Background: an optimization exercise with open tools, aiming at small area. Do not read the settings as production practice. Function was checked by simulation only, so behaviour that the tests miss may differ from the original. Power figures rest on the tool's default switching activity, not on a simulated workload. The flow treats the clock pin as an ideal source, which a real chip does not have.

red:
==> flow/design.v <==
module conv_window_gen #(
    parameter int IMG_W = 256,
    parameter int IMG_H = 256,
    parameter int PIX_W = 8
) (
    input  logic               clk,
    input  logic               rst,
    input  logic               go,
    input  logic [PIX_W-1:0]   pix_in,
    input  logic               pix_valid,
    output logic               pix_ready,
    output logic [9*PIX_W-1:0] win_out,
    output logic               win_valid,
    input  logic               win_ready,
    output logic               busy,
    output logic               done
);
    localparam int CW = $clog2(IMG_W);
    localparam int RW = $clog2(IMG_H);
    localparam int N  = 2 * IMG_W + 3;
    logic             drain;
    logic [CW-1:0]    col;
    logic [RW-1:0]    row;
    logic [PIX_W-1:0] chain [N];
    logic             pix_acc;
    logic             win_hs;
    logic             last_col;
    logic             last_row;
    assign pix_ready = busy && !drain && (!win_valid || win_ready);
    assign pix_acc   = pix_valid && pix_ready;
    assign win_hs    = win_valid && win_ready;
    assign last_col  = (col == CW'(IMG_W - 1));
    assign last_row  = (row == RW'(IMG_H - 1));
    always_ff @(posedge clk) begin
        if (pix_acc) begin
            chain[0] <= pix_in;
            for (int k = 1; k < N; k++) chain[k] <= chain[k-1];
        end
    end
    always_comb begin
        for (int c = 0; c < 3; c++) begin
            win_out[PIX_W*(6+c) +: PIX_W] = chain[2 - c];
            win_out[PIX_W*(3+c) +: PIX_W] = chain[IMG_W + 2 - c];
            win_out[PIX_W*(0+c) +: PIX_W] = chain[2*IMG_W + 2 - c];
        end
    end
    always_ff @(posedge clk) begin
        if (!busy) begin
            col <= '0;
            row <= '0;
        end else if (pix_acc) begin
            col <= col + CW'(1);
            if (last_col) row <= row + RW'(1);
        end
    end
    always_ff @(posedge clk or posedge rst) begin
        if (rst) begin
            win_valid <= 1'b0;
            busy      <= 1'b0;
            drain     <= 1'b0;
            done      <= 1'b0;
        end else begin
            done <= 1'b0;
            if (!busy) begin
                if (go && !done) busy <= 1'b1;
            end else if (!drain) begin
                if (pix_acc) begin
                    win_valid <= (row >= RW'(2)) && (col >= CW'(2));
                    if (last_col && last_row) drain <= 1'b1;
                end else if (win_hs) begin
                    win_valid <= 1'b0;
                end
            end else if (win_hs) begin
                win_valid <= 1'b0;
                busy      <= 1'b0;
                drain     <= 1'b0;
                done      <= 1'b1;
            end
        end
    end
endmodule
Settings: LEC_CHECK=0, CAP_MARGIN=20, CORE_MARGIN=2, CORE_UTILIZATION=70, SLEW_MARGIN=20, CTS_ARGS=-sink_clustering_enable -repair_clock_nets -dont_use_dummy_load -sink_clustering_size 30 -sink_clustering_max_diameter 60 -buf_list sky130_fd_sc_hd__clkbuf_16, BUFFER_PORTS_ARGS=-buffer_cell sky130_fd_sc_hd__buf_1; clock period 10.0 ns.
standard.sh (not shown) runs the stock make flow with config.mk's settings and CLKGATE_MAP_FILE= SYNTH_SCRIPT=/design/flow/synth_recipe.tcl, a recipe that flattens the netlist after the stock synthesis.
==> flow/flow/run.sh <==
#!/bin/bash
# Standard layout (the standard.sh, standard synthesis unchanged) with CTS
# tuned for area: small clock buffers, no dummy loads, and port buffers of the
# smallest buffer cell.
set -euo pipefail
cd "$(dirname "$0")/.."
source flow/knobs.sh
cat >> config.mk <<EOC
export CTS_ARGS = -sink_clustering_enable -repair_clock_nets -dont_use_dummy_load -sink_clustering_size $CTS_SIZE -sink_clustering_max_diameter $CTS_DIAM -buf_list $CTS_BUFS
export BUFFER_PORTS_ARGS = -buffer_cell sky130_fd_sc_hd__buf_1
EOC
bash standard.sh finish > flow_make.log 2>&1
==> flow/flow/knobs.sh <==
CTS_SIZE=30
CTS_DIAM=60
CTS_BUFS=sky130_fd_sc_hd__clkbuf_16
red ended with every stage complete and zero timing, DRC or antenna violations.
The following lists how blue was set up differently from red:
Settings: CTS_BUF_LIST now sky130_fd_sc_hd__clkbuf_8, previously not set; CTS_CLUSTER_DIAMETER now 50, previously not set; BUFFER_PORTS_ARGS no longer set, was -buffer_cell sky130_fd_sc_hd__buf_1; CTS_ARGS no longer set, was -sink_clustering_enable -repair_clock_nets -dont_use_dummy_load -sink_clustering_size 30 -sink_clustering_max_diameter 60 -buf_list sky130_fd_sc_hd__clkbuf_16; CTS_CLUSTER_SIZE now 18, previously not set.
==> flow/run.sh (new file) <==
#!/bin/bash
# synth_recipe.tcl (not shown) runs the flow's synth.tcl, then flattens the netlist and writes it again
# the make line also repeats each setting of config.mk as NAME=value (left out here)
make -C /OpenROAD-flow-scripts/flow DESIGN_CONFIG=/design/flow/config.mk WORK_HOME=/design/flow/orfs CLKGATE_MAP_FILE= SYNTH_SCRIPT=/design/flow/synth_recipe.tcl finish
removed: flow/flow/run.sh
removed: flow/flow/knobs.sh
removed: flow/standard.sh
## What came out
Reported for blue and red, quantity of gates resized following cts turned out identical to the last digit.
The final reports for blue and red show total power lower in the former.
Taking red as the reference, in blue worst ir drop on vdd now sits lower; part of the power in the clock network now sits lower; cell area now sits higher; area of the multi-input gates now sits at about the same level; data arrival time of the worst path now sits higher.
Against red, blue comes in about 2.8% higher on routability congestion estimate.
The more densely filled core belongs to blue, not red.
Going from red to blue, the clock power was found to have gone down by 3.2%.
Input-level comparison between green and blue:
Settings: CTS_BUF_LIST no longer set, was sky130_fd_sc_hd__clkbuf_8; CTS_CLUSTER_DIAMETER no longer set, was 50; CTS_ARGS now -sink_clustering_enable -repair_clock_nets -dont_use_dummy_load -sink_clustering_size 36 -sink_clustering_max_diameter 80 -buf_list sky130_fd_sc_hd__clkbuf_16, previously not set; BUFFER_PORTS_ARGS now -buffer_cell sky130_fd_sc_hd__buf_1, previously not set; CTS_CLUSTER_SIZE no longer set, was 18.
==> flow/flow/run.sh (new file) <==
#!/bin/bash
# Standard layout (the standard.sh, standard synthesis unchanged) with CTS
# tuned for area: small clock buffers, no dummy loads, and port buffers of the
# smallest buffer cell.
set -euo pipefail
cd "$(dirname "$0")/.."
source flow/knobs.sh
cat >> config.mk <<EOC
export CTS_ARGS = -sink_clustering_enable -repair_clock_nets -dont_use_dummy_load -sink_clustering_size $CTS_SIZE -sink_clustering_max_diameter $CTS_DIAM -buf_list $CTS_BUFS
export BUFFER_PORTS_ARGS = -buffer_cell sky130_fd_sc_hd__buf_1
EOC
bash standard.sh finish > flow_make.log 2>&1
==> flow/flow/knobs.sh (new file) <==
CTS_SIZE=36
CTS_DIAM=80
CTS_BUFS=sky130_fd_sc_hd__clkbuf_16
==> flow/standard.sh (new file) <==
#!/bin/bash
# synth_recipe.tcl (not shown) runs the flow's synth.tcl, then flattens the netlist and writes it again
# the make line also repeats each setting of config.mk as NAME=value (left out here)
make -C /OpenROAD-flow-scripts/flow DESIGN_CONFIG=/design/flow/config.mk WORK_HOME=/design/flow/orfs CLKGATE_MAP_FILE= SYNTH_SCRIPT=/design/flow/synth_recipe.tcl "${@:-finish}"
removed: flow/run.sh
Notes after the runs:
- Diff green..blue | number of enable-type register cells in the synthesized netlist | unchanged
- Relative to blue, routed wirelength normalized by instance count increased by 0.59% in green.
- Number of buffers added by the clock tree synthesis step, green and blue, lower one = green.
- On number of global-route vias before repair, the higher figure sits with blue, not green.
- Post-route clock period utilization for green: 7.6 points down relative to blue
- green vs. blue: combinational group share of total power held; sequential share of layout area went up 1.1 points; slew at the pin closest to its max-slew limit went up 0.12 ns; post-layout instance area went down about 1.2%.
- CTS clock-pin slew for the worst setup and hold paths: blue vs green — no meaningful difference
- Final setup slack of the worst path was higher in the run labelled green.
[inputs] orange vs green
Settings: swapping -sink_clustering_enable -repair_clock_nets -dont_use_dummy_load -sink_clustering_size 36 -sink_clustering_max_diameter 80 -buf_list sky130_fd_sc_hd__clkbuf_16 for -sink_clustering_enable -repair_clock_nets -dont_use_dummy_load -sink_clustering_size 18 -sink_clustering_max_diameter 50 -buf_list sky130_fd_sc_hd__clkbuf_8 in CTS_ARGS.
==> flow/flow/knobs.sh <==
CTS_SIZE=18
CTS_DIAM=50
CTS_BUFS=sky130_fd_sc_hd__clkbuf_8
--- outcome ---
orange completed every stage of the flow, and the final layout passed the timing, design-rule and antenna checks. green → orange: post-layout total power rose about 0.7%; share of power burned in the clock network higher; final cell count without fillers saw an increase. | highest clock frequency the design can meet | green vs orange | ≈ equal |. Taking green as 1.0, orange lands at 1.4 on total length of routed met3 wires. Detailed route, orange vs green: via total higher for orange. Compared with green, orange shows final net count that has gone up by a few percent. Power density over the cells: orange vs green up about 0.5%. Looking at area added between synthesis and finish, orange sits 0.26 points above green. Cmp orange vs green: global-route usage higher in orange.
### orange -> purple
Settings: changing CTS_ARGS from -sink_clustering_enable -repair_clock_nets -dont_use_dummy_load -sink_clustering_size 18 -sink_clustering_max_diameter 50 -buf_list sky130_fd_sc_hd__clkbuf_8 to -sink_clustering_enable -repair_clock_nets -dont_use_dummy_load -sink_clustering_size 20 -sink_clustering_max_diameter 80 -buf_list sky130_fd_sc_hd__clkbuf_8.
==> flow/flow/knobs.sh <==
CTS_SIZE=20
CTS_DIAM=80
CTS_BUFS=sky130_fd_sc_hd__clkbuf_8
Notes after the runs:
purple finished all stages; the layout is clean. orange completed end to end with timing, DRC and antenna clean. [compare] base=orange new=purple: overall routing resource usage went down 0.24 points; clock tree skew after final layout went down 0.026 ns; total number of vias went down 1.1%. met2 global-route usage across purple and orange: no real change. Taking orange as the reference, in purple fraction of power consumed by the clock network has decreased; fraction of met3 tracks used by global routing has decreased. From orange to purple the numbers moved as follows: fmax stayed essentially flat, post-layout instance area fell by 860 um2, routed wire length went down by 1.6%.

==> afterwards: timing with drivers on the ports <==
The results above use ideal ports. As a check the final layouts listed here were re-extracted and re-timed, cells and wires unchanged.
Step 1 sets driving cells, clkbuf_16 on the clock port and buf_2 on the other inputs (assumed; they add their load-dependent delay and slew).
Step 2 also shifts input and output timing later by t, the mid clock arrival at the registers, as if the neighbouring blocks saw the same clock.
Three values: ideal, step 1, step 2; two values: the first two.
run | t (ns) | slack for setup (ns) | worst setup path at the end | clock arrival spread, ns | cell pins on the clock port's net
red | 0.884 | 5.442 / 5.420 / 4.847 | input to register | 0.048 / 0.048 | 1
blue | 1.107 | 4.685 / 4.662 / 4.420 | input to register | 0.032 / 0.032 | 1
green | 0.873 | 5.445 / 5.422 / 4.844 | input to register | 0.050 / 0.050 | 1
orange | 1.074 | 5.445 / 5.423 / 4.849 | input to register | 0.066 / 0.066 | 1
purple | 1.038 | 5.445 / 5.423 / 4.782 | input to register | 0.040 / 0.040 | 1
After both steps setup and hold are still met in every run listed. The setup slack of purple, which loses most, moves by -0.022 ns with the drivers and by -0.663 ns with both steps.
